Background: an optimization exercise with open tools, aiming at a short achievable clock period and few clock cycles. Do not read the settings as production practice.
RTL that was checked went through simulation tests only; none was proved equivalent to the original.
No functional check of the RTL was part of run 1.
No activity file was given, so power comes from the tool's default toggle rates.

==> design/flow/flow/run.sh <==
#!/bin/bash
# The standard layout (standard.sh: the standard flow's synthesis and ORFS flow), with the
# port buffers that ORFS inserts at placement made plain buffers
# (sky130_fd_sc_hd__buf_4) instead of the delay buffers it picks by itself.
# Each tool's full output is in its own ORFS log under orfs/logs/; the make
# output is in make_finish.log here.
set -euo pipefail
export BUFFER_PORTS_ARGS="-buffer_cell sky130_fd_sc_hd__buf_4"
bash standard.sh finish > make_finish.log 2>&1
==> design/flow/standard.sh <==
#!/bin/bash
# synth_recipe.tcl (not shown) runs the flow's synth.tcl, then flattens the netlist and writes it again
# the make line also repeats each setting of config.mk as NAME=value (left out here)
make -C /OpenROAD-flow-scripts/flow DESIGN_CONFIG=/design/flow/config.mk WORK_HOME=/design/flow/orfs CLKGATE_MAP_FILE= SYNTH_SCRIPT=/design/flow/synth_recipe.tcl "${@:-finish}"
==> design/flow/config.mk <==
export PLATFORM = sky130hd
export DESIGN_NAME = ordered_record_list
export DESIGN_NICKNAME = ordered_record_list
export VERILOG_FILES = /design/flow/design.v
export SDC_FILE = /design/flow/constraint.sdc
export NUM_CORES = 4
export LEC_CHECK = 0
export ABC_CLOCK_PERIOD_IN_PS = 2000
export CAP_MARGIN = 20
export CORE_MARGIN = 2
export CORE_UTILIZATION = 40
export CTS_CLUSTER_DIAMETER = 80
export CTS_CLUSTER_SIZE = 22
export SETUP_SLACK_MARGIN = 2.6
export SLEW_MARGIN = 20
==> design/flow/constraint.sdc <==
create_clock -name core_clock -period 5.0 [get_ports {clk}]
set_input_delay 1.0000 -clock core_clock [delete_from_list [all_inputs] [get_ports {clk}]]
set_output_delay 1.0000 -clock core_clock [all_outputs]
set_load 0.01 [all_outputs]
==> design/flow/design.v <==
package orl_pkg;
  localparam logic [2:0] CMD_APPEND = 3'd0;
  localparam logic [2:0] CMD_DELETE = 3'd1;
  localparam logic [2:0] CMD_CLEAR  = 3'd2;
  localparam logic [2:0] CMD_COUNT  = 3'd3;
  localparam logic [2:0] CMD_KTH    = 3'd4;
  localparam logic [2:0] CMD_MIDDLE = 3'd5;
  localparam logic [2:0] CMD_VIEW   = 3'd6;
  localparam logic [2:0] ST_OK        = 3'd0;
  localparam logic [2:0] ST_NOT_FOUND = 3'd1;
  localparam logic [2:0] ST_FULL      = 3'd2;
  localparam logic [2:0] ST_EMPTY     = 3'd3;
  localparam logic [2:0] ST_BAD_POS   = 3'd4;
  function automatic logic [3:0] enc16(input logic [15:0] oh);
    logic [3:0] e;
    e = '0;
    for (int k = 0; k < 16; k++) e = e | ({4{oh[k]}} & 4'(k));
    enc16 = e;
  endfunction
  function automatic logic [15:0] kth_sel(input logic [4:0] from, input logic [16:0] c);
    logic [15:0] ks;
    ks = '0;
    for (int k = 1; k < 17; k++) begin
      if (from >= 5'(k)) ks[0] = ks[0] | c[k];
    end
    for (int j = 1; j < 16; j++) begin
      for (int k = j + 1; k < 17; k++) begin
        if (from == 5'(k - j)) ks[j] = ks[j] | c[k];
      end
    end
    kth_sel = ks;
  endfunction
  typedef struct packed {
    logic [31:0] key;
    logic [15:0] hgt;
    logic [15:0] sel;         
    logic [15:0] shift;       
    logic [15:0] wr;          
    logic [2:0]  cmd;         
    logic        fz;          
    logic        last;
    logic        app;         
    logic        del;         
    logic        clr;         
    logic        vm;          
  } ex_t;
endpackage
module ordered_record_list #(
  parameter int DEPTH = 16
) (
  input  logic        clk,
  input  logic        rst,
  input  logic        start,
  input  logic [55:0] item,
  output logic        busy,
  output logic        result_valid,
  output logic [60:0] result
);
  logic [2:0]  in_cmd;
  logic [31:0] in_key;
  logic [15:0] in_hgt;
  logic [4:0]  in_from;
  assign in_cmd  = item[55:53];
  assign in_key  = item[52:21];
  assign in_hgt  = item[20:5];
  assign in_from = item[4:0];
  logic [31:0] key [16];
  logic [15:0] hgt [16];
  logic [15:0] vld;          
  logic [16:0] coh;          
  logic [4:0]  cb;           
  logic          pv;
  logic [31:0]   p_key;
  logic [15:0]   p_hgt;
  logic [2:0]    p_cmd;
  logic          p_fz;       
  logic          p_del;
  logic          p_eqb;      
  logic          p_app;
  logic          p_clr;
  logic          p_kth;
  logic          p_mid;
  logic          p_view;
  logic [15:0]   p_m;        
  logic [15:0]   p_ks0;      
  logic [15:0]   p_ks1;      
  logic [15:0]   p_ks2;      
  logic        st;           
  logic [15:0] vptr;
  logic [3:0]  rem;          
  orl_pkg::ex_t x;
  logic         x_valid;
  logic [15:0]  xc_nshift;
  logic [15:0]  xc_nwr;
  logic         xc_nclr;
  logic         xc_napp;
  logic         xc_ndel;
  logic [31:0] rd_key;
  logic [15:0] rd_hgt;
  logic [4:0]  cb_n;
  logic [2:0]  status;
  logic        empty;
  always_comb begin
    rd_key = '0;
    rd_hgt = '0;
    for (int i = 0; i < 16; i++) begin
      rd_key = rd_key | ({32{x.sel[i]}} & key[i]);
      rd_hgt = rd_hgt | ({16{x.sel[i]}} & hgt[i]);
    end
    if (x.clr) cb_n = 5'd0;
    else if (x.del) cb_n = cb - 5'd1;
    else if (x.app) cb_n = cb + 5'd1;
    else cb_n = cb;
    empty  = coh[0];
    status = orl_pkg::ST_OK;
    unique case (x.cmd)
      orl_pkg::CMD_APPEND: if (coh[16]) status = orl_pkg::ST_FULL;
      orl_pkg::CMD_DELETE: begin
        if (empty) status = orl_pkg::ST_EMPTY;
        else if (!x.del) status = orl_pkg::ST_NOT_FOUND;
      end
      orl_pkg::CMD_KTH: begin
        if (empty) status = orl_pkg::ST_EMPTY;
        else if (x.fz) status = orl_pkg::ST_BAD_POS;
      end
      orl_pkg::CMD_CLEAR, orl_pkg::CMD_MIDDLE, orl_pkg::CMD_VIEW: begin
        if (empty) status = orl_pkg::ST_EMPTY;
      end
      default: begin
      end
    endcase
  end
  always_ff @(posedge clk) begin
    for (int i = 0; i < 16; i++) begin
      if (x.shift[i]) begin
        key[i] <= (i < 15) ? key[(i + 1) % 16] : key[i];
        hgt[i] <= (i < 15) ? hgt[(i + 1) % 16] : hgt[i];
      end else if (x.wr[i]) begin
        key[i] <= x.key;
        hgt[i] <= x.hgt;
      end
    end
  end
  always_ff @(posedge clk) begin
    if (rst) begin
      result_valid <= 1'b0;
    end else begin
      result_valid <= x_valid;
    end
  end
  always_ff @(posedge clk) begin
    result[60:29] <= rd_key | (x.app ? x.key : 32'd0);
    result[28:13] <= rd_hgt | (x.app ? x.hgt : 16'd0);
    result[12:9]  <= orl_pkg::enc16(x.sel | x.wr);
    result[8:4]   <= cb_n;
    result[3:1]   <= status;
    result[0]     <= x.last;
  end
  logic          acc;
  logic [16:0]   ohq;        
  logic [15:0]   mr;
  logic          eq_x;
  logic          eq_p;
  logic [15:0]   m0;
  logic          nbusy;      
  assign acc = start & nbusy;
  always_comb begin
    if (!xc_nclr) ohq = 17'd1;
    else if (!xc_ndel) ohq = {1'b0, coh[16:1]};
    else if (!xc_napp) ohq = {coh[15:0], 1'b0};
    else ohq = coh;
    for (int i = 0; i < 16; i++) mr[i] = vld[i] & (key[i] == in_key);
    eq_x = (x.key == in_key);
    eq_p = (p_key == in_key);
    for (int i = 0; i < 16; i++) begin
      if (!xc_nclr) m0[i] = 1'b0;
      else if (!xc_nshift[i]) m0[i] = (i < 15) ? mr[(i + 1) % 16] : 1'b0;
      else m0[i] = mr[i] | (!xc_nwr[i] & eq_x);
    end
  end
  logic [15:0]   m2;
  logic [15:0]   pf2;        
  logic [15:0]   f2;         
  logic [15:0]   ks;
  logic [15:0]   ms;
  orl_pkg::ex_t  mv;
  always_comb begin
    for (int i = 0; i < 16; i++) begin
      if (!p_del || !xc_nclr) m2[i] = 1'b0;
      else if (!xc_nshift[i]) m2[i] = (i < 15) ? p_m[(i + 1) % 16] : 1'b0;
      else m2[i] = p_m[i] | (!xc_nwr[i] & p_eqb);
    end
    pf2[0] = m2[0];
    for (int i = 1; i < 16; i++) pf2[i] = pf2[i-1] | m2[i];
    f2[0] = m2[0];
    for (int i = 1; i < 16; i++) f2[i] = m2[i] & ~pf2[i-1];
    if (!xc_nclr) ks = '0;
    else if (!xc_ndel) ks = p_ks0;
    else if (!xc_napp) ks = p_ks2;
    else ks = p_ks1;
    ms[0] = ohq[1];
    for (int j = 1; j < 8; j++) ms[j] = ohq[2*j] | ohq[2*j+1];
    ms[8] = ohq[16];
    for (int j = 9; j < 16; j++) ms[j] = 1'b0;
    mv.key   = p_key;
    mv.hgt   = p_hgt;
    mv.sel   = f2 | (p_kth ? ks : 16'd0) | (p_mid ? ms : 16'd0) |
               {15'd0, p_view & ~ohq[0]};
    mv.shift = pf2;
    mv.wr    = p_app ? ohq[15:0] : 16'd0;
    mv.cmd   = p_cmd;
    mv.fz    = p_fz;
    mv.vm    = p_view & ~ohq[0] & ~ohq[1];
    mv.last  = ~mv.vm;
    mv.app   = p_app & ~ohq[16];
    mv.del   = pf2[15];
    mv.clr   = p_clr & ~ohq[0];
  end
  logic         pv_n;
  logic         st_n;
  logic [15:0]  vptr_n;
  logic [3:0]   rem_n;
  orl_pkg::ex_t x_n;
  always_comb begin
    if (st) begin
      st_n   = (rem != 4'd1);
      vptr_n = {vptr[14:0], 1'b0};
      rem_n  = rem - 4'd1;
    end else begin
      st_n   = x.vm;
      vptr_n = 16'd2;
      rem_n  = 4'(cb - 5'd1);
    end
    x_n = '0;
    if (st_n) begin
      x_n.sel  = vptr_n;
      x_n.cmd  = orl_pkg::CMD_COUNT;
      x_n.last = (rem_n == 4'd1);
    end else if (pv) begin
      x_n = mv;
    end
    pv_n = acc | (pv & st_n);
  end
  always_ff @(posedge clk) begin
    if (rst) begin
      pv        <= 1'b0;
      st        <= 1'b0;
      busy      <= 1'b0;
      nbusy     <= 1'b1;
      x_valid   <= 1'b0;
      x.shift   <= '0;
      x.wr      <= '0;
      x.app     <= 1'b0;
      x.del     <= 1'b0;
      x.clr     <= 1'b0;
      x.vm      <= 1'b0;
      xc_nshift <= '1;
      xc_nwr    <= '1;
      xc_nclr   <= 1'b1;
      xc_napp   <= 1'b1;
      xc_ndel   <= 1'b1;
      vld       <= '0;
      coh       <= 17'd1;
      cb        <= 5'd0;
    end else begin
      pv        <= pv_n;
      st        <= st_n;
      busy      <= pv_n & (st_n ? (rem_n != 4'd1) : x_n.vm);
      nbusy     <= ~(pv_n & (st_n ? (rem_n != 4'd1) : x_n.vm));
      x_valid   <= st_n | pv;
      x.shift   <= x_n.shift;
      x.wr      <= x_n.wr;
      x.app     <= x_n.app;
      x.del     <= x_n.del;
      x.clr     <= x_n.clr;
      x.vm      <= x_n.vm;
      xc_nshift <= ~x_n.shift;
      xc_nwr    <= ~x_n.wr;
      xc_nclr   <= ~x_n.clr;
      xc_napp   <= ~x_n.app;
      xc_ndel   <= ~x_n.del;
      cb        <= cb_n;
      if (x.clr) begin
        vld <= '0;
        coh <= 17'd1;
      end else if (x.del) begin
        vld <= {1'b0, vld[15:1]};
        coh <= {1'b0, coh[16:1]};
      end else if (x.app) begin
        vld <= vld | x.wr;
        coh <= {coh[15:0], 1'b0};
      end
    end
  end
  always_ff @(posedge clk) begin
    if (acc) begin
      p_key  <= in_key;
      p_hgt  <= in_hgt;
      p_cmd  <= in_cmd;
      p_fz   <= (in_from == 5'd0);
      p_del  <= (in_cmd == orl_pkg::CMD_DELETE);
      p_eqb  <= eq_p;
      p_app  <= (in_cmd == orl_pkg::CMD_APPEND);
      p_clr  <= (in_cmd == orl_pkg::CMD_CLEAR);
      p_kth  <= (in_cmd == orl_pkg::CMD_KTH);
      p_mid  <= (in_cmd == orl_pkg::CMD_MIDDLE);
      p_view <= (in_cmd == orl_pkg::CMD_VIEW);
      p_m    <= m0;
      p_ks0  <= orl_pkg::kth_sel(in_from, {1'b0, ohq[16:1]});
      p_ks1  <= orl_pkg::kth_sel(in_from, ohq);
      p_ks2  <= orl_pkg::kth_sel(in_from, {ohq[15:0], 1'b0});
    end
    x.key  <= x_n.key;
    x.hgt  <= x_n.hgt;
    x.sel  <= x_n.sel;
    x.cmd  <= x_n.cmd;
    x.fz   <= x_n.fz;
    x.last <= x_n.last;
    vptr   <= vptr_n;
    rem    <= rem_n;
  end
endmodule
==> reports/qor.txt, run 1 <==
Post-synth EDFFs: 876
Post-synth top area cell: edfxtp_1
Top-area cell type share of the netlist area: 46.17%
CTS root buf: clkbuf_16
Final period util: 57.03%
Pin count of the biggest net entering global routing: 54
Sink count of the clock tree: 1,137
Worst Skew: 58.39 ps
Chip height: 381.4 microns
Max incr delay on CP: 570 ps
I/O Buffers: 121
Cell Rows: 138
Post-Route WL: 267,000 microns
Grt ovf: 0
Power Internal: 0.01459 W
CTS H-tree depth: 3
Worst hold path startpoint: x[4]
Hold depth: 0
Post-synthesis cell type count: 80
Worst Hold Class: register to register
Count leader, synth: edfxtp_1
Nets@finish: 4,544
Syn_area_per_cell: 12.56 sq um
Syn nets: 4,600
Max frequency: 0.3507 GHz
Synth top cells by count: edfxtp_1 (876), mux2_2 (722), xor2_1 (501)
Buf+Inv Stages, Crit Path: 1
Crit path time final: 2851 ps
Via count: 43.60k
CP top delay family: simple AND/OR/NAND/NOR gates
Share of post-route cells with drive strength above 1: 29.35%
Fin area: 63,480 sq um
Met2 Use GR: 52.47%
Area after DPL: 59,640 sq um
CTS Buffer Depth: 3
Slowest-stage cell, CP: nor4_1
Synth area leaders: edfxtp_1 (46%), mux2_2 (14%), dfxtp_1 (9.2%)
Peak supply drop: 244.2 uV
CP cell instances: buf_4, xor2_1, nor4_1, nand2_1, nor4b_4, o21ai_0, a21oi_1
CTS Buf Count: 73
WL/cell: 41.45 microns
Clock power share: 32.5%
Fin. Hold Viols: 0
DRC: 0
Grt peak-use layer: met2
Power Total: 0.02061 W
Die Area: 145,500 sq um
Nature of the critical path startpoint: input pin
Crit path DAT: 3410 ps
Worst skew pair latency: 740 ps
Number of global-route vias before repair: 40.65k
Worst Setup End Kind: register
Setup_tns: 0 ps
Leakage: 22.67 nW
Combinational power share: 13.3%
Final GP Congestion: 1.124
Synth Flop Type: edfxtp_1
Final Max Slew Viols: 0
Worst Path Required: 5560 ps
Clock transition at the registers of the reported paths: 100 ps
Post-DP HPWL: 175,000 microns
Post-synthesis sequential area ratio: 55.34%
Post-DRT Antenna Nets: 0
Number of max-cap violations: 0
Area grow syn2layout: 11.41%
Final core occ: 44.89%
Met3 Use GR: 9.846%
Total track usage: 35.62%
Placeable Area: 141,400 sq um
Critical path class: input pin to register
Post-Syn Area: 56,970 sq um
Number of synthesized register bits: 1,137
CP max FO: 19
Critical R2R Capture: p_m[0]
Worst r2r src: key[0][23]
TritonCTS clock tree: yes
Relative max-transition margin: 15.02%
P per Cell Area: 324.7 nW/um^2
Sequential power share: 54.2%
Worst reg2reg path depth: 6
Vias/cell: 6.768
Slew @ Worst Pin: 1275 ps
Die W: 381.4 microns
Initial antenna violation count: 31
Yosys warns: 3
Final setup fails: 0
Sw Pwr: 0.006020 W
Starting Density: 40.29%
First drt pass iteration count: 9
Sw Share: 29.21%
Asr flop ratio synth: 0%
Synth Instances: 4,537
Reg2Reg Setup Slack: 2420 ps
RSZ-0062 raised after global routing: yes
Routing usage on met1: 46.26%
Status: finished clean
First-pass GRT wire length: 357,400 microns
Hold Path Sink: result[0]
Ports: 122
Iteration-0 DRC Markers: 7,630
==> worst max-delay path by stage <==
stage              from        to  slack (ps)  cells after the start
4_1_cts         xc_napp  p_ks0[0]        2490                      6
5_1_grt        item[22]    p_m[0]        2370                      7
3_5_place_dp   item[47]    p_m[0]        1010                      7
3_3_place_gp   item[52]   p_m[14]        1030                      7
2_1_floorplan   item[0]  p_ks0[0]        2390                      7
6_report       item[44]    p_m[0]        2150                      7
==> layer usage <==
layer  routed length (microns)  vias to the layer above  share of wire [%]
li1                          -                    17048                  -
met1                     98480                    21961                 37
met2                    113400                     3640                 42
met3                     33940                      924                 13
met4                     21050                       22                7.9
met5                       151                        -              0.057
==> registers in the layout (all words and copies together) (netlist names), 3 cells and up <==
signal     flops
p_hgt         16
x            104
p_cmd          3
xc_nshift     15
coh           17
vld           16
rem            4
p_ks2         16
p_key         32
p_m           16
p_ks1         16
xc_nwr        16
cb             5
key          512
vptr          14
result        61
hgt          256
==> cells in the final DEF (no fill, tap or decap), drive strengths merged, types with 9 or more instances in the layout <==
master and count:
o21ai 72, a221oi 22, xnor2 77, nor2b 12, a21o 21, diode 13
xor2 501, nand4 82, nor4 129, dfxtp 261, inv 65, and3 68
nand2 113, edfxtp 876, mux2i 52, nand2b 37, or3 10, a211oi 17
a22o 9, mux2 722, a31oi 10, buf 258, a22oi 351, a21oi 114
or2 26, and2 21, a222oi 49, nor2 202, nor3 60, nand3 94
o22ai 18, clkbuf 102
==> stage by stage <==
step                hold slack (ps)  worst slack, ps  std cells
floorplan                     309.6             2393       4537
global placement              316.4             1027       6250
detailed placement            312.1             1010       6250
CTS                           328.0             2490       6404
global route                  353.3             2372       6429
finish                        327.9             2149       6441
==> what timing repair did <==
action,CTS,global route
buffers inserted,17,23
gates resized for setup,115,94
pin swaps,16,18
setup endpoints to repair,186,75
hold buffers,0,0
cloned,5,1
==> worst reg2reg max path, stage by stage, from the launching register on <==
cell and delay, ps:
edfxtp_1 450, xor2_1 280, nor4_1 570, nand2_1 300, nor4b_4 480, o21ai_0 170
a21oi_1 180
==> power by group through the flow <==
stage          Combinational [W]  Clock (W)  Sequential, W
5_1_grt                  0.00278    0.00704         0.0112
2_1_floorplan            0.00149          0         0.0110
3_3_place_gp             0.00252          0         0.0114
4_1_cts                  0.00260    0.00673         0.0112
6_report                 0.00274    0.00670         0.0112
3_5_place_dp             0.00253          0         0.0114
==> logic make-up after synthesis <==
| logic type | count (synthesis) | share of synthesized area, % |
|---|---|---|
| simple gates | 872 | 8.009 |
| fa+ha+maj | 4 | 0.08785 |
| mux | 774 | 15.22 |
| compound gates | 731 | 9.272 |
| flops | 1137 | 55.34 |
| xor+xnor | 578 | 8.885 |
| buf+inv | 441 | 3.186 |
==> cell type report <==
cell class	instances	area [sq um]
Multi-Input combinational cell	2963	24730
Timing Repair Buffer	258	2072
Sequential cell	1137	31710
Tap cell	1890	2365
Antenna cell	13	32.53
Clock buffer	102	2008
Fill cell	12921	77940
Clock inverter	30	367.9
Inverter	47	183.9
Timing Repair inverter	1	5.005
==> run 2: changes to the inputs <==
--- a/design/flow/design.v
+++ b/design/flow/design.v
@@ -61,8 +61,10 @@
   logic [15:0] in_hgt;
   logic [4:0]  in_from;
-  assign in_cmd  = item[55:53];
-  assign in_key  = item[52:21];
-  assign in_hgt  = item[20:5];
-  assign in_from = item[4:0];
+  logic        s0v;
+  logic [55:0] s0_item;
+  assign in_cmd  = s0_item[55:53];
+  assign in_key  = s0_item[52:21];
+  assign in_hgt  = s0_item[20:5];
+  assign in_from = s0_item[4:0];
   logic [31:0] key [16];
   logic [15:0] hgt [16];
@@ -96,4 +98,5 @@
   logic         xc_napp;
   logic         xc_ndel;
+  logic [15:0]  x_en;        
   logic [31:0] rd_key;
   logic [15:0] rd_hgt;
@@ -133,10 +136,12 @@
   always_ff @(posedge clk) begin
     for (int i = 0; i < 16; i++) begin
-      if (x.shift[i]) begin
-        key[i] <= (i < 15) ? key[(i + 1) % 16] : key[i];
-        hgt[i] <= (i < 15) ? hgt[(i + 1) % 16] : hgt[i];
-      end else if (x.wr[i]) begin
-        key[i] <= x.key;
-        hgt[i] <= x.hgt;
+      if (x_en[i]) begin
+        if (x.shift[i]) begin
+          key[i] <= (i < 15) ? key[(i + 1) % 16] : key[i];
+          hgt[i] <= (i < 15) ? hgt[(i + 1) % 16] : hgt[i];
+        end else begin
+          key[i] <= x.key;
+          hgt[i] <= x.hgt;
+        end
       end
     end
@@ -157,5 +162,6 @@
     result[0]     <= x.last;
   end
-  logic          acc;
+  logic          acc;        
+  logic          ld;         
   logic [16:0]   ohq;        
   logic [15:0]   mr;
@@ -218,4 +224,6 @@
   end
   logic         pv_n;
+  logic         s0v_n;
+  logic         hold_n;      
   logic         st_n;
   logic [15:0]  vptr_n;
@@ -240,9 +248,13 @@
       x_n = mv;
     end
-    pv_n = acc | (pv & st_n);
+    ld     = s0v & ~(pv & st_n);
+    pv_n   = ld | (pv & st_n);
+    s0v_n  = acc | (s0v & ~ld);
+    hold_n = st_n ? (rem_n != 4'd1) : x_n.vm;
   end
   always_ff @(posedge clk) begin
     if (rst) begin
       pv        <= 1'b0;
+      s0v       <= 1'b0;
       st        <= 1'b0;
       busy      <= 1'b0;
@@ -260,4 +272,5 @@
       xc_napp   <= 1'b1;
       xc_ndel   <= 1'b1;
+      x_en      <= '0;
       vld       <= '0;
       coh       <= 17'd1;
@@ -265,7 +278,8 @@
     end else begin
       pv        <= pv_n;
+      s0v       <= s0v_n;
       st        <= st_n;
-      busy      <= pv_n & (st_n ? (rem_n != 4'd1) : x_n.vm);
-      nbusy     <= ~(pv_n & (st_n ? (rem_n != 4'd1) : x_n.vm));
+      busy      <= s0v_n & pv_n & hold_n;
+      nbusy     <= ~(s0v_n & pv_n & hold_n);
       x_valid   <= st_n | pv;
       x.shift   <= x_n.shift;
@@ -280,4 +294,5 @@
       xc_napp   <= ~x_n.app;
       xc_ndel   <= ~x_n.del;
+      x_en      <= x_n.shift | x_n.wr;
       cb        <= cb_n;
       if (x.clr) begin
@@ -295,4 +310,7 @@
   always_ff @(posedge clk) begin
     if (acc) begin
+      s0_item <= item;
+    end
+    if (ld) begin
       p_key  <= in_key;
       p_hgt  <= in_hgt;
--- a/design/flow/config.mk
+++ b/design/flow/config.mk
@@ -6,5 +6,5 @@
 export NUM_CORES = 4
 export LEC_CHECK = 0
-export ABC_CLOCK_PERIOD_IN_PS = 2000
+export ABC_CLOCK_PERIOD_IN_PS = 1200
 export CAP_MARGIN = 20
 export CORE_MARGIN = 2
@@ -12,4 +12,4 @@
 export CTS_CLUSTER_DIAMETER = 80
 export CTS_CLUSTER_SIZE = 22
-export SETUP_SLACK_MARGIN = 2.6
+export SETUP_SLACK_MARGIN = 2.9
 export SLEW_MARGIN = 20
==> run 2 against run 1 <==
Against the previous run: global-route usage increased by 0.88 points; cell count increased by 6.9%; die area increased by 3.4%; final area increased by 13%; area after synthesis increased by 3.4%; utilization increased by 4.2 points; fmax increased by 10%; clock skew decreased by 6.6 ps; highest routed layer unchanged; first-iteration DRC count increased by 17%.
==> reports/qor.txt, run 2 <==
Status: finished clean
CTS Hold Buffers Added: 0 (unchanged)
Post-Route WL: 285,900 microns (+7.1%)
Die W: 387.8 microns (+1.7%)
Syn_area_per_cell: 12.71 sq um (+1.2%)
Initial antenna violation count: 21 (-32%)
TritonCTS clock tree: yes
Sink count of the clock tree: 1,210 (+6.4%)
Critical path class: register to register
Most frequent cells in the layout: edfxtp_1 (932), mux2_2 (721), xor2_1 (447), buf_4 (361), a22oi_1 (326)
P per Cell Area: 300.8 nW/um^2 (-7.4%)
Post-Syn Area: 58,930 sq um (+3.4%)
Chip height: 387.8 microns (+1.7%)
Worst Hold Class: register to register
Slew @ Worst Pin: 1189 ps (-85.96 ps)
Storage cell area: 33,860 sq um (+6.8%)
Post-DRT Antenna Nets: 0 (unchanged)
Syn nets: 4,699 (+2.2%)
CP cell instances: buf_12, xor2_4, nor4_4, nand4_1, nor3_2, o21ai_1, a21oi_1
Crit path time final: 2589 ps (-262.2 ps)
Max reg flops: 512 (unchanged)
Area after DPL: 61,740 sq um (+3.5%)
Final core occ: 49.08% (+4.2 points)
Starting Density: 40.39% (+0.096 points)
Worst Setup End Kind: register
I/O Buffers: 121 (unchanged)
Post-synthesis cell type count: 81 (+1.3%)
Count leader, synth: edfxtp_1
Final setup fails: 0 (unchanged)
Nets@finish: 4,952 (+9.0%)
Worst Path Required: 5610 ps (+50 ps)
DRC: 0 (unchanged)
First-pass GRT wire length: 378,300 microns (+5.8%)
Asr flop ratio synth: 0% (unchanged)
CTS root buf: clkbuf_16
Leakage: 26.14 nW (+15%)
Commonest non-fill, non-tap cell in the layout: edfxtp_1
Number of global-route vias before repair: 43.29k (+6.5%)
Synth area leaders: edfxtp_1 (47%), mux2_2 (14%), dfxtp_1 (9.4%)
Synth Flop Type: edfxtp_1
Post-synth top area cell: edfxtp_1
Worst skew pair latency: 760 ps (+20 ps)
Final Max Slew Viols: 0 (unchanged)
Top Registers: key: 512 flops, hgt: 256 flops, x: 104 flops
Post-DP HPWL: 174,500 microns (-0.29%)
CTS Buffer Depth: 3 (unchanged)
Peak supply drop: 256.2 uV (+4.9%)
Setup_tns: 0 ps (unchanged)
Top reg by flops: key
Ports: 122 (unchanged)
CP max FO: 8 (-11)
Area grow syn2layout: 21.52%
Final GP Congestion: 1.159 (+3.1%)
Clock transition at the registers of the reported paths: 100 ps (about the same)
Iteration-0 DRC Markers: 8,901 (+17%)
Post-synth EDFFs: 932 (+6.4%)
Fillers: 12.75k (-1.3%)
Fin area: 71,610 sq um (+13%)
Synth top cells by count: edfxtp_1 (932), mux2_2 (721), xor2_1 (502)
CTS Buf Count: 83 (+14%)
Relative max-transition margin: 20.75% (+5.7 points)
Placeable Area: 145,900 sq um (+3.2%)
Crit path DAT: 3190 ps (-220 ps)
Slowest-stage cell, CP: nor4_4
Vias/cell: 6.813 (+0.66%)
CP top delay family: simple AND/OR/NAND/NOR gates
WL/cell: 41.54 microns (+0.22%)
Buf+Inv Stages, Crit Path: 1 (unchanged)
Pin count of the biggest net entering global routing: 65 (+20%)
Die Area: 150,400 sq um (+3.4%)
Share of post-route cells with drive strength above 1: 39.44% (+10 points)
CTS H-tree depth: 3 (unchanged)
Final period util: 51.78% (-5.2 points)
Top-area cell type share of the netlist area: 47.49% (+1.3 points)
Fin. Hold Viols: 0 (unchanged)
Synth Instances: 4,636 (+2.2%)
Nature of the critical path startpoint: register
Post-synthesis sequential area ratio: 56.94% (+1.6 points)
Multi-input gate area in the final layout: 26,760 sq um (+8.2%)
Number of synthesized register bits: 1,210 (+6.4%)
Max incr delay on CP: 530 ps (-40 ps)
Cell Rows: 140 (+1.4%)
Number of max-cap violations: 0 (unchanged)
Via count: 46.89k (+7.6%)
Total track usage: 36.51% (+0.88 points)
Grt ovf: 0 (unchanged)
RSZ-0062 raised after global routing: yes
First drt pass iteration count: 9 (unchanged)
Max frequency: 0.3862 GHz (+10%)
Yosys warns: 3 (unchanged)
Worst Skew: 51.75 ps (-6.633 ps)
-- run 2: area by class of cell --
type	instances	share of cell area (%)
Sequential cell	1210	47.29
Clock buffer	106	3.094
Tap cell	1917	3.349
Antenna cell	9	0.03145
Timing Repair inverter	1	0.01048
Inverter	50	0.2761
Clock inverter	47	0.8963
Multi-Input combinational cell	2979	37.37
Timing Repair Buffer	564	7.688
-- run 2: report_power, final --
part           switching (W)  internal, W
Sequential          0.000419       0.0111
Clock                0.00414      0.00357
Combinational        0.00144     0.000907
-- run 2: kinds of logic after synthesis --
| group | after synthesis | share of synthesized area, % |
|---|---|---|
| compound gates | 728 | 8.805 |
| simple gates | 899 | 7.913 |
| xor+xnor | 575 | 8.546 |
| fa+ha+maj | 4 | 0.08493 |
| buf+inv | 448 | 3.032 |
| mux | 772 | 14.68 |
| flops | 1210 | 56.94 |
-- run 2: layer usage --
layer / up-vias / GRT usage (%) / wire length (microns)
met5: - / 0 / 37
met3: 1156 / 11.17 / 40490
li1: 18027 / - / -
met4: 6 / 26.65 / 26730
met2: 4292 / 51.61 / 116500
met1: 23411 / 47.11 / 102100
-- run 2: what timing repair did --
action                                 in CTS  in global routing
gates resized for setup                   586                229
buffers inserted                          242                 92
pin swaps                                 136                132
endpoints found under the hold margin       0                  0
setup endpoints to repair                 646                274
cloned                                      4                  4
-- run 2: worst reg2reg max path: cells and delay by family, from the launching register on --
kind / cells / cell delay, ps
XOR/XNOR: 1 / 250
AO/OA/AOI/OAI: 2 / 260
buffers and inverters: 1 / 180
flip-flops: 1 / 430
AND/OR/NAND/NOR: 3 / 1330
-- run 2: metrics by stage --
step | setup WS, ps | hold slack (ps) | cells | power (W)
finish | 2411 | 349.3 | 6883 | 0.02154
global route | 2490 | 362.1 | 6874 | 0.02191
CTS | 2578 | 366.4 | 6778 | 0.02134
detailed placement | 1496 | 364.3 | 6379 | 0.01342
global placement | 1537 | 371.1 | 6379 | 0.01342
floorplan | 1879 | 309.6 | 4636 | 0.01243
-- run 2: final timing paths --
check,from,to,slack (ps),depth (start not counted)
worst max-delay path,s0_item[52],p_m[3],2410,7
worst min-delay path,x[4],result[0],350,0
worst max register to register,s0_item[52],p_m[3],2410,7
worst min register to register,x[4],result[0],350,0
Testbench counts of run 2, summed over its fixed seeds: cycles 7,310.
==> run 3: changes to the inputs <==
--- a/design/flow/design.v
+++ b/design/flow/design.v
@@ -18,14 +18,11 @@
     enc16 = e;
   endfunction
-  function automatic logic [15:0] kth_sel(input logic [4:0] from, input logic [16:0] c);
+  function automatic logic [15:0] kth_sel(input logic [16:0] fo, input logic [16:0] fge,
+                                          input logic [16:0] c);
     logic [15:0] ks;
     ks = '0;
-    for (int k = 1; k < 17; k++) begin
-      if (from >= 5'(k)) ks[0] = ks[0] | c[k];
-    end
+    for (int k = 1; k < 17; k++) ks[0] = ks[0] | (c[k] & fge[k]);
     for (int j = 1; j < 16; j++) begin
-      for (int k = j + 1; k < 17; k++) begin
-        if (from == 5'(k - j)) ks[j] = ks[j] | c[k];
-      end
+      for (int k = j + 1; k < 17; k++) ks[j] = ks[j] | (c[k] & fo[k - j]);
     end
     kth_sel = ks;
@@ -60,11 +57,11 @@
   logic [31:0] in_key;
   logic [15:0] in_hgt;
-  logic [4:0]  in_from;
   logic        s0v;
   logic [55:0] s0_item;
+  logic [16:0] s0_fo;        
+  logic [16:0] s0_fge;       
   assign in_cmd  = s0_item[55:53];
   assign in_key  = s0_item[52:21];
   assign in_hgt  = s0_item[20:5];
-  assign in_from = s0_item[4:0];
   logic [31:0] key [16];
   logic [15:0] hgt [16];
@@ -99,4 +96,6 @@
   logic         xc_ndel;
   logic [15:0]  x_en;        
+  logic [15:0]  xs_nsel;
+  logic [15:0]  xs_rsel;
   logic [31:0] rd_key;
   logic [15:0] rd_hgt;
@@ -108,6 +107,7 @@
     rd_hgt = '0;
     for (int i = 0; i < 16; i++) begin
-      rd_key = rd_key | ({32{x.sel[i]}} & key[i]);
-      rd_hgt = rd_hgt | ({16{x.sel[i]}} & hgt[i]);
+      rd_key[15:0]  = rd_key[15:0] | ({16{x.sel[i]}} & key[i][15:0]);
+      rd_key[31:16] = rd_key[31:16] | ({16{~xs_nsel[i]}} & key[i][31:16]);
+      rd_hgt = rd_hgt | ({16{xs_rsel[i]}} & hgt[i]);
     end
     if (x.clr) cb_n = 5'd0;
@@ -170,4 +170,12 @@
   logic [15:0]   m0;
   logic          nbusy;      
+  logic [15:0]   ks_m2;
+  logic [15:0]   ks_m1;
+  logic [15:0]   ks_00;
+  logic [15:0]   ks_p1;
+  logic [15:0]   ks_p2;
+  logic [15:0]   ks_n0;
+  logic [15:0]   ks_n1;
+  logic [15:0]   ks_n2;
   assign acc = start & nbusy;
   always_comb begin
@@ -179,4 +187,26 @@
     eq_x = (x.key == in_key);
     eq_p = (p_key == in_key);
+    ks_m2 = orl_pkg::kth_sel(s0_fo, s0_fge, {2'b0, coh[16:2]});
+    ks_m1 = orl_pkg::kth_sel(s0_fo, s0_fge, {1'b0, coh[16:1]});
+    ks_00 = orl_pkg::kth_sel(s0_fo, s0_fge, coh);
+    ks_p1 = orl_pkg::kth_sel(s0_fo, s0_fge, {coh[15:0], 1'b0});
+    ks_p2 = orl_pkg::kth_sel(s0_fo, s0_fge, {coh[14:0], 2'b0});
+    if (!xc_nclr) begin
+      ks_n0 = '0;
+      ks_n1 = '0;
+      ks_n2 = {15'd0, ~s0_fo[0]};
+    end else if (!xc_ndel) begin
+      ks_n0 = ks_m2;
+      ks_n1 = ks_m1;
+      ks_n2 = ks_00;
+    end else if (!xc_napp) begin
+      ks_n0 = ks_00;
+      ks_n1 = ks_p1;
+      ks_n2 = ks_p2;
+    end else begin
+      ks_n0 = ks_m1;
+      ks_n1 = ks_00;
+      ks_n2 = ks_p1;
+    end
     for (int i = 0; i < 16; i++) begin
       if (!xc_nclr) m0[i] = 1'b0;
@@ -273,4 +303,5 @@
       xc_ndel   <= 1'b1;
       x_en      <= '0;
+      xs_rsel   <= '0;
       vld       <= '0;
       coh       <= 17'd1;
@@ -295,4 +326,5 @@
       xc_ndel   <= ~x_n.del;
       x_en      <= x_n.shift | x_n.wr;
+      xs_rsel   <= x_n.sel;
       cb        <= cb_n;
       if (x.clr) begin
@@ -311,4 +343,8 @@
     if (acc) begin
       s0_item <= item;
+      for (int k = 0; k < 17; k++) begin
+        s0_fo[k]  <= (item[4:0] == 5'(k));
+        s0_fge[k] <= (item[4:0] >= 5'(k));
+      end
     end
     if (ld) begin
@@ -316,5 +352,5 @@
       p_hgt  <= in_hgt;
       p_cmd  <= in_cmd;
-      p_fz   <= (in_from == 5'd0);
+      p_fz   <= s0_fo[0];
       p_del  <= (in_cmd == orl_pkg::CMD_DELETE);
       p_eqb  <= eq_p;
@@ -325,11 +361,12 @@
       p_view <= (in_cmd == orl_pkg::CMD_VIEW);
       p_m    <= m0;
-      p_ks0  <= orl_pkg::kth_sel(in_from, {1'b0, ohq[16:1]});
-      p_ks1  <= orl_pkg::kth_sel(in_from, ohq);
-      p_ks2  <= orl_pkg::kth_sel(in_from, {ohq[15:0], 1'b0});
+      p_ks0  <= ks_n0;
+      p_ks1  <= ks_n1;
+      p_ks2  <= ks_n2;
     end
     x.key  <= x_n.key;
     x.hgt  <= x_n.hgt;
     x.sel  <= x_n.sel;
+    xs_nsel <= ~x_n.sel;
     x.cmd  <= x_n.cmd;
     x.fz   <= x_n.fz;
==> run 3 against run 2 <==
Against the previous run: non-clock buffer count fell by 32; critical path depth rose by 2; die area rose by 5.6%; clock power rose by 11%; area after synthesis rose by 5.6%; sequential share of layout area rose by 0.77 points; register-to-register slack improved by 120 ps; critical endpoint is now p_m[15].
==> reports/qor.txt, run 3 <==
Status: finished clean
WL/cell: 42.04 microns (+1.2%)
CTS Buf Count: 90 (+8.4%)
Synth top cells by count: edfxtp_1 (974), mux2_2 (722), xor2_1 (534)
Final core occ: 48.22% (-0.86 points)
Synth Instances: 4,877 (+5.2%)
Post-Syn Area: 62,240 sq um (+5.6%)
Commonest non-fill, non-tap cell in the layout: edfxtp_1
RSZ-0062 raised after global routing: yes
Starting Density: 40.36% (about the same)
Max reg flops: 512 (unchanged)
Top reg by flops: key
Placeable Area: 154,200 sq um (+5.7%)
Cell Rows: 144 (+2.9%)
Worst Path Required: 5610 ps (about the same)
Crit path top cell by count: buf_6
Share of post-route cells with drive strength above 1: 36.77% (-2.7 points)
TritonCTS clock tree: yes
CP max FO: 8 (unchanged)
Most frequent cells in the layout: edfxtp_1 (974), mux2_2 (722), xor2_1 (477), buf_4 (347), a22oi_1 (282)
First-pass GRT wire length: 398,100 microns (+5.2%)
CTS Hold Buffers Added: 0 (unchanged)
Leakage: 27.47 nW (+5.1%)
CP cell instances: buf_12, buf_16, xor2_2, nor4_4, nand4_1, buf_6, buf_6, or3_4, a21oi_4
Post-synth top area cell: edfxtp_1
Post-synthesis cell type count: 84 (+3.7%)
Nature of the critical path startpoint: register
Area grow syn2layout: 19.48%
Worst skew pair latency: 760 ps (about the same)
Nets@finish: 5,139 (+3.8%)
Synth Flop Type: edfxtp_1
CTS H-tree depth: 3 (unchanged)
Slowest-stage cell, CP: edfxtp_1
Final Max Slew Viols: 0 (unchanged)
Iteration-0 DRC Markers: 8,866 (-0.39%)
Relative max-transition margin: 20.60% (-0.15 points)
Syn_area_per_cell: 12.76 sq um (+0.40%)
CTS root buf: clkbuf_16
Final period util: 49.29% (-2.5 points)
Fin. Hold Viols: 0 (unchanged)
Grt ovf: 0 (unchanged)
Max incr delay on CP: 430 ps (-100 ps)
Post-DRT Antenna Nets: 0 (unchanged)
Crit path DAT: 3070 ps (-120 ps)
Die Area: 158,800 sq um (+5.6%)
Worst Hold Class: register to register
Slew @ Worst Pin: 1189 ps (+0.6563 ps)
Max frequency: 0.4058 GHz (+5.1%)
Post-Route WL: 302,900 microns (+5.9%)
Post-synth EDFFs: 974 (+4.5%)
Die W: 398.5 microns (+2.7%)
DRC: 0 (unchanged)
Synth area leaders: edfxtp_1 (47%), mux2_2 (13%), dfxtp_1 (10%)
Post-DP HPWL: 194,800 microns (+12%)
Clock transition at the registers of the reported paths: 100 ps (about the same)
Crit path time final: 2465 ps (-124.6 ps)
Count leader, synth: edfxtp_1
Total track usage: 36.97% (+0.46 points)
Worst Skew: 36.77 ps (-14.98 ps)
P per Cell Area: 308.1 nW/um^2 (+2.4%)
Top-area cell type share of the netlist area: 46.99% (-0.50 points)
Top Registers: key: 512 flops, hgt: 256 flops, x: 104 flops
Peak supply drop: 310.2 uV (+21%)
Critical path class: register to register
First drt pass iteration count: 8 (-1)
I/O Buffers: 121 (unchanged)
Pin count of the biggest net entering global routing: 74 (+14%)
Final setup fails: 0 (unchanged)
Ports: 122 (unchanged)
Vias/cell: 6.708 (-1.5%)
Number of global-route vias before repair: 43.57k (+0.64%)
Setup_tns: 0 ps (unchanged)
Number of synthesized register bits: 1,284 (+6.1%)
Asr flop ratio synth: 0% (unchanged)
Chip height: 398.5 microns (+2.7%)
Final GP Congestion: 1.148 (-0.98%)
Sink count of the clock tree: 1,284 (+6.1%)
Yosys warns: 3 (unchanged)
Worst Setup End Kind: register
Via count: 48.33k (+3.1%)
Initial antenna violation count: 12 (-43%)
CTS Buffer Depth: 3 (unchanged)
Syn nets: 4,940 (+5.1%)
Post-synthesis sequential area ratio: 56.96% (about the same)
Number of max-cap violations: 0 (unchanged)
## run 3: changes by cell type after synthesis, moves of 32 or more
cell,previous run,this run
a22o_1,8,65
and2_1,19,75
buf_2,45,97
and3_1,59,8
a221oi_1,14,60
edfxtp_1,932,974
a22oi_1,328,289
o22ai_1,47,11
dfxtp_1,278,310
inv_1,48,80
xor2_1,502,534
## run 3: cell type report
cell class | count | area, sq um
multi-input combinational | 3087 | 27280
clock buffer | 107 | 2422
antenna | 7 | 17.52
tap | 2044 | 2557
inverter | 81 | 315.3
fill | 13562 | 79860
sequential | 1284 | 35740
timing repair buffer | 532 | 5187
clock inverter | 63 | 844.6
## run 3: path summary, 6_finish.rpt
check	startpoint	endpoint	slack, ps	cells past startpoint
max	s0_item[47]	p_m[15]	2540	9
min reg2reg	x[4]	result[0]	330	0
max reg2reg	s0_item[47]	p_m[15]	2540	9
min	x[4]	result[0]	330	0
## run 3: metal layers
metal / share of wire [%] / wire length, microns / GRT usage [%]
met3: 14 / 41190 / 10.88
met1: 38 / 116100 / 50.63
met2: 41 / 125400 / 52.99
met4: 6.6 / 20070 / 18.69
met5: 0.026 / 78 / 0
## run 3: what timing repair did
| action | CTS | global route |
|---|---|---|
| resized for setup | 451 | 237 |
| endpoints found under the setup margin | 729 | 305 |
| hold endpoints to repair | 0 | 0 |
| pin swaps | 88 | 148 |
| cloned | 7 | 3 |
| buffers inserted | 175 | 101 |
## run 3: cells by family after synthesis
family	count (synthesis)	share of synthesized area (%)
mux	774	13.90
fa+ha+maj	5	0.09650
xor+xnor	582	8.190
compound gates	809	9.732
flops	1284	56.96
buf+inv	508	3.424
simple gates	915	7.695
## run 3: report_power, final
group / internal (W) / switching [W] / total [W]
registers: 0.0117 / 0.000437 / 0.0122
clock network: 0.00404 / 0.00447 / 0.00852
logic: 0.000859 / 0.00138 / 0.00224
## run 3: critical path: cells and delay by family, from the launching register on
family | cells | cell delay, ps
AOI/OAI and AO/OA | 1 | 130
xor gates and xnor gates | 1 | 160
buffers and inverters | 4 | 630
DFF | 1 | 430
and+or+nand+nor | 3 | 960
## run 3: per-stage QoR
stage / cell area, sq um / setup slack, ps / cells / hold slack, ps / power (W)
floorplan: 62300 / 1715 / 4877 / 309.6 / 0.01308
global placement: 65070 / 1349 / 6740 / 328.7 / 0.01407
finish: 74370 / 2535 / 7205 / 329.2 / 0.02291
detailed placement: 65130 / 1376 / 6742 / 314.4 / 0.01407
global route: 74350 / 2523 / 7198 / 335.1 / 0.02334
CTS: 72330 / 2608 / 7094 / 330.8 / 0.02272
Testbench counts of run 3, summed over its fixed seeds: cycles 7,310.
==> run 4: changes to the inputs <==
--- a/design/flow/config.mk
+++ b/design/flow/config.mk
@@ -6,5 +6,5 @@
 export NUM_CORES = 4
 export LEC_CHECK = 0
-export ABC_CLOCK_PERIOD_IN_PS = 1200
+export ABC_CLOCK_PERIOD_IN_PS = 700
 export CAP_MARGIN = 20
 export CORE_MARGIN = 2
==> run 4 against run 3 <==
Against the previous run: fmax unchanged; non-clock buffer count unchanged; routed wire length unchanged; highest routed layer unchanged; largest cell class unchanged.
==> reports/qor.txt, run 4 <==
Syn nets: 4,940 (unchanged)
Number of global-route vias before repair: 43.57k (unchanged)
Starting Density: 40.36% (unchanged)
Multi-input gate area in the final layout: 27,280 sq um (unchanged)
CP cell instances: buf_12, buf_16, xor2_2, nor4_4, nand4_1, buf_6, buf_6, or3_4, a21oi_4
Worst reg2reg path depth: 9 (unchanged)
Area grow syn2layout: 19.48% (unchanged)
Post-DP HPWL: 194,800 microns (unchanged)
Final setup fails: 0 (unchanged)
Final Max Slew Viols: 0 (unchanged)
Sink count of the clock tree: 1,284 (unchanged)
P per Cell Area: 308.1 nW/um^2 (unchanged)
CTS Buffer Depth: 3 (unchanged)
Top reg by flops: key
First drt pass iteration count: 8 (unchanged)
DRC: 0 (unchanged)
Vias/cell: 6.708 (unchanged)
WL/cell: 42.04 microns (unchanged)
Final GP Congestion: 1.148 (unchanged)
CP max FO: 8 (unchanged)
Synth Instances: 4,877 (unchanged)
Crit path time final: 2465 ps (unchanged)
Number of synthesized register bits: 1,284 (unchanged)
Hold depth: 0 (unchanged)
Buf+Inv Stages, Crit Path: 4 (unchanged)
Via count: 48.33k (unchanged)
Status: finished clean
First-pass GRT wire length: 398,100 microns (unchanged)
Post-synth top area cell: edfxtp_1
Most frequent cells in the layout: edfxtp_1 (974), mux2_2 (722), xor2_1 (477), buf_4 (347), a22oi_1 (282)
Setup_tns: 0 ps (unchanged)
Total track usage: 36.97% (unchanged)
CTS H-tree depth: 3 (unchanged)
Max reg flops: 512 (unchanged)
Clock transition at the registers of the reported paths: 100 ps (about the same)
Yosys warns: 3 (unchanged)
Crit path DAT: 3070 ps (about the same)
Slowest-stage cell, CP: edfxtp_1
Die W: 398.5 microns (unchanged)
Leakage: 27.47 nW (unchanged)
Power Total: 0.02291 W (unchanged)
Nets@finish: 5,139 (unchanged)
Post-synthesis cell type count: 84 (unchanged)
Critical path class: register to register
Asr flop ratio synth: 0% (unchanged)
Share of post-route cells with drive strength above 1: 36.77% (unchanged)
Post-Route WL: 302,900 microns (unchanged)
Final period util: 49.29% (unchanged)
Synth Flop Type: edfxtp_1
Syn_area_per_cell: 12.76 sq um (unchanged)
Commonest non-fill, non-tap cell in the layout: edfxtp_1
Grt ovf: 0 (unchanged)
Fillers: 13.56k (unchanged)
CTS root buf: clkbuf_16
Initial antenna violation count: 12 (unchanged)
Max frequency: 0.4058 GHz (unchanged)
Post-synth EDFFs: 974 (unchanged)
Chip height: 398.5 microns (unchanged)
Post-synthesis sequential area ratio: 56.96% (unchanged)
Post-Syn Area: 62,240 sq um (unchanged)
Post-DRT Antenna Nets: 0 (unchanged)
Ports: 122 (unchanged)
Worst Path Required: 5610 ps (about the same)
Storage cell area: 35,740 sq um (unchanged)
TritonCTS clock tree: yes
Worst Skew: 36.77 ps (unchanged)
Count leader, synth: edfxtp_1
CTS Hold Buffers Added: 0 (unchanged)
Relative max-transition margin: 20.60% (unchanged)
Pin count of the biggest net entering global routing: 74 (unchanged)
RSZ-0062 raised after global routing: yes
Top Registers: key: 512 flops, hgt: 256 flops, x: 104 flops
Placeable Area: 154,200 sq um (unchanged)
Slew @ Worst Pin: 1189 ps (unchanged)
Number of max-cap violations: 0 (unchanged)
CP top delay family: simple AND/OR/NAND/NOR gates
Fin. Hold Viols: 0 (unchanged)
Stages on the worst setup path: 9 (unchanged)
Worst Setup End Kind: register
Synth area leaders: edfxtp_1 (47%), mux2_2 (13%), dfxtp_1 (10%)
CTS Buf Count: 90 (unchanged)
Die Area: 158,800 sq um (unchanged)
Iteration-0 DRC Markers: 8,866 (unchanged)
Synth top cells by count: edfxtp_1 (974), mux2_2 (722), xor2_1 (534)
Worst Hold Class: register to register
Max incr delay on CP: 430 ps (about the same)
I/O Buffers: 121 (unchanged)
Cell Rows: 144 (unchanged)
Crit path top cell by count: buf_6
Worst skew pair latency: 760 ps (about the same)
Peak supply drop: 310.2 uV (unchanged)
Top-area cell type share of the netlist area: 46.99% (unchanged)
Nature of the critical path startpoint: register
[run 4: cells by family (layout without fill, tap and decap cells)]
family,count (synthesis),count (layout),share of synthesized area (%)
other,0,7,0
xor gates and xnor gates,582,582,8.190
muxes,774,774,13.90
DFF,1284,1284,56.96
and+or+nand+nor,915,915,7.695
AOI/OAI and AO/OA,809,811,9.732
buffers and inverters,508,783,3.424
adders and majority gates,5,5,0.09650
[run 4: routing by layer]
metal  vias up  GRT usage, %  wire [microns]
met4        14         18.69           20070
li1      18774             -               -
met1     24433         50.63          116100
met5         -             0              78
met2      4178         52.99          125400
met3       931         10.88           41190
[run 4: final cells by class]
cell class                      count  area share (%)
Antenna cell                        7         0.02355
Clock buffer                      107           3.257
Multi-Input combinational cell   3087           36.69
Timing Repair Buffer              532           6.976
Clock inverter                     63           1.136
Inverter                           81          0.4240
Sequential cell                  1284           48.06
Tap cell                         2044           3.439
[run 4: metrics by stage]
step / utilization (%) / hold WS, ps / worst slack [ps] / area [sq um] / instances
6_report: 48.22 / 329.2 / 2535 / 74370 / 7205
4_1_cts: 46.90 / 330.8 / 2608 / 72330 / 7094
5_1_grt: 48.21 / 335.1 / 2523 / 74350 / 7198
2_1_floorplan: - / 309.6 / 1715 / 62300 / 4877
3_3_place_gp: 42.19 / 328.7 / 1349 / 65070 / 6740
3_5_place_dp: 42.23 / 314.4 / 1376 / 65130 / 6742
[run 4: path summary, 6_finish.rpt]
check,slack (ps),to,from
worst max-delay path,2540,p_m[15],s0_item[47]
worst min-delay path,330,result[0],x[4]
worst max register to register,2540,p_m[15],s0_item[47]
worst min register to register,330,result[0],x[4]
[run 4: power by group]
part	switching, W	internal, W	leakage [nW]	total (W)
combinational	0.00138	0.000859	14.2	0.00224
clock	0.00447	0.00404	1.58	0.00852
sequential	0.000437	0.0117	11.7	0.0122
[run 4: worst reg2reg max path, stage by stage, from the launching register on]
cell and delay, ps:
edfxtp_1 430, buf_12 160, buf_16 130, xor2_2 160
nor4_4 400, nand4_1 170, buf_6 180, buf_6 160
or3_4 400, a21oi_4 130
[run 4: what timing repair did]
item | CTS | global route
buffers inserted | 175 | 101
resized for setup | 451 | 237
cloned | 7 | 3
setup endpoints to repair | 729 | 305
pin swaps | 88 | 148
==> run 5: changes to the inputs <==
--- a/design/flow/design.v
+++ b/design/flow/design.v
@@ -61,4 +61,6 @@
   logic [16:0] s0_fo;        
   logic [16:0] s0_fge;       
+  logic [31:0] s0_key_b;
+  logic [31:0] s0_nkey;
   assign in_cmd  = s0_item[55:53];
   assign in_key  = s0_item[52:21];
@@ -184,7 +186,8 @@
     else if (!xc_napp) ohq = {coh[15:0], 1'b0};
     else ohq = coh;
-    for (int i = 0; i < 16; i++) mr[i] = vld[i] & (key[i] == in_key);
-    eq_x = (x.key == in_key);
-    eq_p = (p_key == in_key);
+    for (int i = 0; i < 8; i++) mr[i] = vld[i] & (key[i] == in_key);
+    for (int i = 8; i < 16; i++) mr[i] = vld[i] & (key[i] == s0_key_b);
+    eq_x = (x.key == ~s0_nkey);
+    eq_p = (p_key == ~s0_nkey);
     ks_m2 = orl_pkg::kth_sel(s0_fo, s0_fge, {2'b0, coh[16:2]});
     ks_m1 = orl_pkg::kth_sel(s0_fo, s0_fge, {1'b0, coh[16:1]});
@@ -287,4 +290,5 @@
       pv        <= 1'b0;
       s0v       <= 1'b0;
+      s0_key_b  <= '0;
       st        <= 1'b0;
       busy      <= 1'b0;
@@ -310,4 +314,5 @@
       pv        <= pv_n;
       s0v       <= s0v_n;
+      if (acc) s0_key_b <= item[52:21];
       st        <= st_n;
       busy      <= s0v_n & pv_n & hold_n;
@@ -343,4 +348,5 @@
     if (acc) begin
       s0_item <= item;
+      s0_nkey <= ~item[52:21];
       for (int k = 0; k < 17; k++) begin
         s0_fo[k]  <= (item[4:0] == 5'(k));
@@ -349,5 +355,5 @@
     end
     if (ld) begin
-      p_key  <= in_key;
+      p_key  <= ~s0_nkey;
       p_hgt  <= in_hgt;
       p_cmd  <= in_cmd;
--- a/design/flow/config.mk
+++ b/design/flow/config.mk
@@ -6,8 +6,8 @@
 export NUM_CORES = 4
 export LEC_CHECK = 0
-export ABC_CLOCK_PERIOD_IN_PS = 700
+export ABC_CLOCK_PERIOD_IN_PS = 1200
 export CAP_MARGIN = 20
 export CORE_MARGIN = 2
-export CORE_UTILIZATION = 40
+export CORE_UTILIZATION = 50
 export CTS_CLUSTER_DIAMETER = 80
 export CTS_CLUSTER_SIZE = 22
==> run 5 against run 4 <==
Against the previous run: largest cell class unchanged; still clean; highest routed layer unchanged; via count rose by 3.0%; fmax decreased by 0.77%; combinational power about the same; largest power group unchanged; worst hold slack better by 14 ps; power decreased by 0.73%; critical endpoint is now p_m[1]; synthesized cell count rose by 4.9%; clock skew grew 19 ps; sequential cell count increased by 64; routed wire length is 2.3% lower.
==> reports/qor.txt, run 5 <==
Status: finished clean
WL/cell: 42.32 microns (+0.68%)
RSZ-0062 raised after global routing: yes
Yosys warns: 3 (unchanged)
Grt ovf: 0 (unchanged)
CP max FO: 7 (-1)
TritonCTS clock tree: yes
Nature of the critical path startpoint: register
Commonest non-fill, non-tap cell in the layout: edfxtp_1
Die Area: 131,500 sq um (-17%)
Post-synth EDFFs: 1,006 (+3.3%)
Count leader, synth: edfxtp_1
Cell Rows: 131 (-9.0%)
Area grow syn2layout: 16.41%
Relative max-transition margin: 29.14% (+8.5 points)
Leakage: 27.81 nW (+1.3%)
First drt pass iteration count: 10 (+2)
Power Total: 0.02274 W (-0.73%)
Number of max-cap violations: 0 (unchanged)
Die W: 362.6 microns (-9.0%)
DP Cell Count: 6,575 (-2.5%)
Ports: 122 (unchanged)
Pin count of the biggest net entering global routing: 75 (+1.4%)
Worst Skew: 55.32 ps (+18.55 ps)
Synth Flop Type: edfxtp_1
Post-DP HPWL: 195,200 microns (+0.17%)
Top-area cell type share of the netlist area: 46.99% (about the same)
DRC: 0 (unchanged)
Placeable Area: 127,500 sq um (-17%)
Top reg by flops: key
Fin. Hold Viols: 0 (unchanged)
Worst skew pair latency: 770 ps (about the same)
Asr flop ratio synth: 0% (unchanged)
Reg2Reg Setup Slack: 2520 ps (-20 ps)
Area after DPL: 66,550 sq um (+2.2%)
Non-Filler Instances: 6,989 (-3.0%)
Slew @ Worst Pin: 1063 ps (-126.5 ps)
Final core occ: 58.69% (+10 points)
Via count: 49.76k (+3.0%)
Vias/cell: 7.120 (+6.1%)
CTS H-tree depth: 3 (unchanged)
Syn_area_per_cell: 12.57 sq um (-1.5%)
Post-Route WL: 295,800 microns (-2.3%)
CTS Buf Count: 80 (-11%)
Number of global-route vias before repair: 44.79k (+2.8%)
Iteration-0 DRC Markers: 9,339 (+5.3%)
Final period util: 49.67% (+0.38 points)
Post-DRT Antenna Nets: 0 (unchanged)
Synth top cells by count: edfxtp_1 (1,006), mux2_2 (722), dfxtp_1 (342)
Most frequent cells in the layout: edfxtp_1 (1,006), mux2_2 (722), buf_4 (345), a22oi_1 (282), xor2_1 (276)
Fin area: 74,840 sq um (+0.63%)
Max frequency: 0.4026 GHz (-0.77%)
Crit path DAT: 3090 ps (+20 ps)
Post-Syn Area: 64,290 sq um (+3.3%)
First-pass GRT wire length: 391,700 microns (-1.6%)
Sink count of the clock tree: 1,348 (+5.0%)
Peak supply drop: 306.7 uV (-1.1%)
Post-synthesis sequential area ratio: 57.64% (+0.68 points)
Share of post-route cells with drive strength above 1: 34.69% (-2.1 points)
Top Registers: key: 512 flops, hgt: 256 flops, x: 104 flops
Critical path class: register to register
Crit path time final: 2484 ps (+19.13 ps)
Final Max Slew Viols: 0 (unchanged)
Initial antenna violation count: 28 (+16)
Final GP Congestion: 1.222 (+6.5%)
Synth Instances: 5,115 (+4.9%)
Chip height: 362.6 microns (-9.0%)
Post-synth top area cell: edfxtp_1
CTS root buf: clkbuf_16
Worst Hold Class: register to register
Max reg flops: 512 (unchanged)
CTS Hold Buffers Added: 0 (unchanged)
Synth area leaders: edfxtp_1 (47%), mux2_2 (13%), dfxtp_1 (11%)
P per Cell Area: 303.9 nW/um^2 (-1.4%)
CTS Buffer Depth: 3 (unchanged)
Fillers: 10.53k (-22%)
Worst Setup End Kind: register
Final setup fails: 0 (unchanged)
Starting Density: 50.42% (+10 points)
Clock transition at the registers of the reported paths: 100 ps (about the same)
Nets@finish: 5,296 (+3.1%)
I/O Buffers: 121 (unchanged)
Total track usage: 43.91% (+6.9 points)
Worst Path Required: 5600 ps (about the same)
Post-synthesis cell type count: 77 (-8.3%)
Syn nets: 5,178 (+4.8%)
Setup_tns: 0 ps (unchanged)
Number of synthesized register bits: 1,348 (+5.0%)
run 5: changes by cell type after synthesis, sizes merged, moves of 26 or more:
cell    change
nand2      +78
inv        +68
xor2      -224
nor4       -30
dfxtp      +32
edfxtp     +32
buf        -62
nand4      +29
xnor2     +223
a21oi      +26
clkbuf     +74
run 5: critical path: stages, from the launching register on:
cell and delay, ps:
edfxtp_1 440, buf_6 180, buf_4 140, xnor2_1 220
nand4_1 370, nor4_4 430, nand3_2 200, o211ai_1 140
and3_1 200
run 5: logic make-up after synthesis:
family	after synthesis	synth area share (%)
AO/OA/AOI/OAI	836	9.503
XOR/XNOR	581	7.915
adder cells (fa/ha/maj)	4	0.07785
buffers and inverters	590	3.676
flip-flops	1348	57.64
multiplexers	773	13.44
AND/OR/NAND/NOR	983	7.748
run 5: power breakdown:
group	switching, W	internal (W)
clock network	0.00415	0.00360
registers	0.000469	0.0123
logic	0.00139	0.000851
run 5: area by class of cell:
cell class | count | area, sq um | area share [%]
diodes | 26 | 65.06 | 0.08694
clock buffers | 121 | 2346 | 3.135
clock inverters | 29 | 380.4 | 0.5083
inverters | 151 | 599.3 | 0.8008
multi-input cells | 3179 | 27640 | 36.93
flip-flops and latches | 1348 | 37450 | 50.04
well taps | 1662 | 2079 | 2.779
repair buffers | 473 | 4283 | 5.723
run 5: final timing paths:
kind / startpoint / endpoint / depth (start not counted)
setup / recovery: s0_item[22] / p_m[1] / 8
hold / removal: x[4] / result[0] / 0
setup reg to reg: s0_item[22] / p_m[1] / 8
hold reg to reg: x[4] / result[0] / 0
run 5: per-layer routing:
layer | global-route usage, % | part of all wire [%] | vias to the layer above
li1 | - | - | 19324
met1 | 59.52 | 37 | 24878
met2 | 59.86 | 40 | 4506
met3 | 18.27 | 16 | 1027
met4 | 21.96 | 6.6 | 24
met5 | 2.072 | 0.17 | -
run 5: timing repair:
item	CTS	global route
setup buffers	162	72
gates resized for setup	519	209
setup endpoints to repair	679	264
pin swaps	73	108
cloned	2	2
run 5: through the flow:
stage,setup WS [ps],hold slack (ps)
after detailed placement,1612,312.1
after global placement,1641,314.8
after global routing,2624,346.4
final,2516,342.8
after CTS,2718,342.1
after floorplan,1671,309.6
Testbench counts of run 5, summed over its fixed seeds: cycles 7,310.
==> run 6: changes to the inputs <==
--- a/design/flow/design.v
+++ b/design/flow/design.v
@@ -83,5 +83,9 @@
   logic          p_mid;
   logic          p_view;
-  logic [15:0]   p_m;        
+  logic [15:0]   p_mr;       
+  logic          p_eqa;      
+  logic [15:0]   p_ashift;   
+  logic [15:0]   p_awr;
+  logic          p_aclr;
   logic [15:0]   p_ks0;      
   logic [15:0]   p_ks1;      
@@ -170,5 +174,4 @@
   logic          eq_x;
   logic          eq_p;
-  logic [15:0]   m0;
   logic          nbusy;      
   logic [15:0]   ks_m2;
@@ -212,10 +215,6 @@
       ks_n2 = ks_p1;
     end
-    for (int i = 0; i < 16; i++) begin
-      if (!xc_nclr) m0[i] = 1'b0;
-      else if (!xc_nshift[i]) m0[i] = (i < 15) ? mr[(i + 1) % 16] : 1'b0;
-      else m0[i] = mr[i] | (!xc_nwr[i] & eq_x);
-    end
   end
+  logic [15:0]   m0;
   logic [15:0]   m2;
   logic [15:0]   pf2;        
@@ -226,7 +225,12 @@
   always_comb begin
     for (int i = 0; i < 16; i++) begin
+      if (p_aclr) m0[i] = 1'b0;
+      else if (p_ashift[i]) m0[i] = (i < 15) ? p_mr[(i + 1) % 16] : 1'b0;
+      else m0[i] = p_mr[i] | (p_awr[i] & p_eqa);
+    end
+    for (int i = 0; i < 16; i++) begin
       if (!p_del || !xc_nclr) m2[i] = 1'b0;
-      else if (!xc_nshift[i]) m2[i] = (i < 15) ? p_m[(i + 1) % 16] : 1'b0;
-      else m2[i] = p_m[i] | (!xc_nwr[i] & p_eqb);
+      else if (!xc_nshift[i]) m2[i] = (i < 15) ? m0[(i + 1) % 16] : 1'b0;
+      else m2[i] = m0[i] | (!xc_nwr[i] & p_eqb);
     end
     pf2[0] = m2[0];
@@ -366,5 +370,9 @@
       p_mid  <= (in_cmd == orl_pkg::CMD_MIDDLE);
       p_view <= (in_cmd == orl_pkg::CMD_VIEW);
-      p_m    <= m0;
+      p_mr     <= mr;
+      p_eqa    <= eq_x;
+      p_ashift <= ~xc_nshift;
+      p_awr    <= ~xc_nwr;
+      p_aclr   <= ~xc_nclr;
       p_ks0  <= ks_n0;
       p_ks1  <= ks_n1;
--- a/design/flow/config.mk
+++ b/design/flow/config.mk
@@ -9,5 +9,5 @@
 export CAP_MARGIN = 20
 export CORE_MARGIN = 2
-export CORE_UTILIZATION = 50
+export CORE_UTILIZATION = 40
 export CTS_CLUSTER_DIAMETER = 80
 export CTS_CLUSTER_SIZE = 22
==> run 6 against run 5 <==
Against the previous run: sequential power rose by 3%; largest power group unchanged; still clean; sequential share of layout area fell by 0.58 points; worst hold slack better by 2.9 ps; critical path type unchanged; sequential cell count up 34.
==> reports/qor.txt, run 6 <==
Nature of the critical path startpoint: register
Grt ovf: 0 (unchanged)
Buf+Inv Stages, Crit Path: 1 (-1)
Slew @ Worst Pin: 1184 ps (+121.1 ps)
CTS root buf: clkbuf_16
Post-synthesis sequential area ratio: 58.28% (+0.64 points)
Number of synthesized register bits: 1,382 (+2.5%)
CTS Buf Count: 90 (+13%)
Synth Instances: 5,168 (+1.0%)
Final Max Slew Viols: 0 (unchanged)
Sequential power share: 54.4% (-1.7 points)
Commonest non-fill, non-tap cell in the layout: edfxtp_1
Post-Syn Area: 65,330 sq um (+1.6%)
Post-synthesis cell type count: 70 (-9.1%)
Power Internal: 0.01763 W (+5.3%)
Worst Skew: 53.81 ps (-1.510 ps)
Post-Route WL: 305,300 microns (+3.2%)
WHS: 345.7 ps (+2.905 ps)
P per Cell Area: 311.6 nW/um^2 (+2.5%)
CP cell instances: xnor2_4, nand4_1, nor4_2, nand4_1, nor4_2, buf_4
Status: finished clean
Synth area leaders: edfxtp_1 (48%), mux2_2 (12%), dfxtp_1 (10%)
Ports: 122 (unchanged)
Syn_area_per_cell: 12.64 sq um (+0.58%)
RSZ-0062 raised after global routing: yes
Worst skew pair latency: 810 ps (+40 ps)
CTS Buffer Depth: 3 (unchanged)
CP max FO: 2 (-5)
Fin. Hold Viols: 0 (unchanged)
Synth Flop Type: edfxtp_1
Vias/cell: 6.668 (-6.3%)
Top Registers: key: 512 flops, hgt: 256 flops, x: 104 flops
Post-DP HPWL: 193,500 microns (-0.84%)
Clock transition at the registers of the reported paths: 90 ps (about the same)
Starting Density: 40.23% (-10 points)
Crit path time final: 2834 ps (+350.3 ps)
Relative max-transition margin: 20.50% (-8.6 points)
Leakage: 28.05 nW (+0.84%)
Post-synth top area cell: edfxtp_1
Number of global-route vias before repair: 46.35k (+3.5%)
Max incr delay on CP: 500 ps (+60 ps)
TritonCTS clock tree: yes
I/O Buffers: 121 (unchanged)
Syn nets: 5,231 (+1.0%)
Total track usage: 35.35% (-8.6 points)
Worst Path Required: 5640 ps (+40 ps)
Final setup fails: 0 (unchanged)
Final core occ: 47.84% (-11 points)
Worst Setup End Kind: register
## run 6: cell types whose count changed after synthesis, sizes merged, moves of 21 or more
cell	delta
nor4	-27
a211oi	+22
xnor2	+220
xor2	-220
edfxtp	+34
nand2b	-24
a22oi	+21
clkbuf	+46
buf	-39
nand4	+60
## run 6: layout make-up
| class | count | area [sq um] | area share, % |
|---|---|---|---|
| repair buffers | 500 | 4825 | 6.209 |
| multi-input cells | 3179 | 27820 | 35.80 |
| clock inverters | 53 | 732.0 | 0.9420 |
| well taps | 2175 | 2721 | 3.502 |
| clock buffers | 117 | 2490 | 3.205 |
| inverters | 165 | 649.4 | 0.8357 |
| diodes | 14 | 35.03 | 0.04509 |
| flip-flops and latches | 1382 | 38420 | 49.45 |
| repair inverters | 1 | 5.005 | 0.006441 |
## run 6: stage by stage
stage	instance area, sq um	setup slack [ps]
CTS	75890	2360
detailed placement	68440	1711
global placement	68420	1711
finish	77700	2166
floorplan	65510	989.4
global route	77670	2260
## run 6: cells by family (layout without fill, tap and decap cells)
kind of cell	after synthesis	count (layout)	synth area share (%)
compound gates	857	859	9.616
mux	776	776	13.27
other cells	0	14	0
simple gates	957	959	7.419
fa+ha+maj	4	4	0.07661
flops	1382	1382	58.28
xor+xnor	581	581	7.789
buf+inv	611	836	3.545
## run 6: power groups by stage
stage / Combinational, W / Sequential (W) / Clock, W
global placement: 0.00177 / 0.0134 / 0
CTS: 0.00215 / 0.0131 / 0.00871
detailed placement: 0.00178 / 0.0134 / 0
global route: 0.00238 / 0.0132 / 0.00909
finish: 0.00237 / 0.0132 / 0.00868
floorplan: 0.00105 / 0.0131 / 0
## run 6: worst reg2reg max path, delay by kind of cell, from the launching register on
family	cells	cell delay, ps
AND/OR/NAND/NOR	4	1620
flip-flops	1	500
XOR/XNOR	1	320
buffers and inverters	1	240
## run 6: timing repair
action,CTS,global route
pin swaps,97,123
buffers inserted,191,70
hold buffers,0,0
endpoints found under the setup margin,776,385
cloned,9,2
gates resized for setup,513,217
## run 6: final timing paths
| check | slack (ps) | cells after the start | startpoint | to |
|---|---|---|---|---|
| worst max-delay path | 2170 | 6 | key[9][23] | p_mr[9] |
| worst min-delay path | 350 | 0 | x[4] | result[0] |
| worst max register to register | 2170 | 6 | key[9][23] | p_mr[9] |
| worst min register to register | 350 | 0 | x[4] | result[0] |
## run 6: per-layer routing
layer	up-vias	GRT usage, %	share of wire, %
met5	-	0	0.071
met4	20	21.86	8.0
met3	1145	12.30	14
met2	4406	50.63	41
met1	25338	45.66	36
li1	19678	-	-
Testbench counts of run 6, summed over its fixed seeds: cycles 7,310.

Check on run 6: ideal ports give 2.166 ns setup slack; a clkbuf_16 on the clock port and buf_2 on the inputs give 2.166 ns; moving port delays by the midpoint clock arrival (0.865 ns) as well gives 2.166 ns.
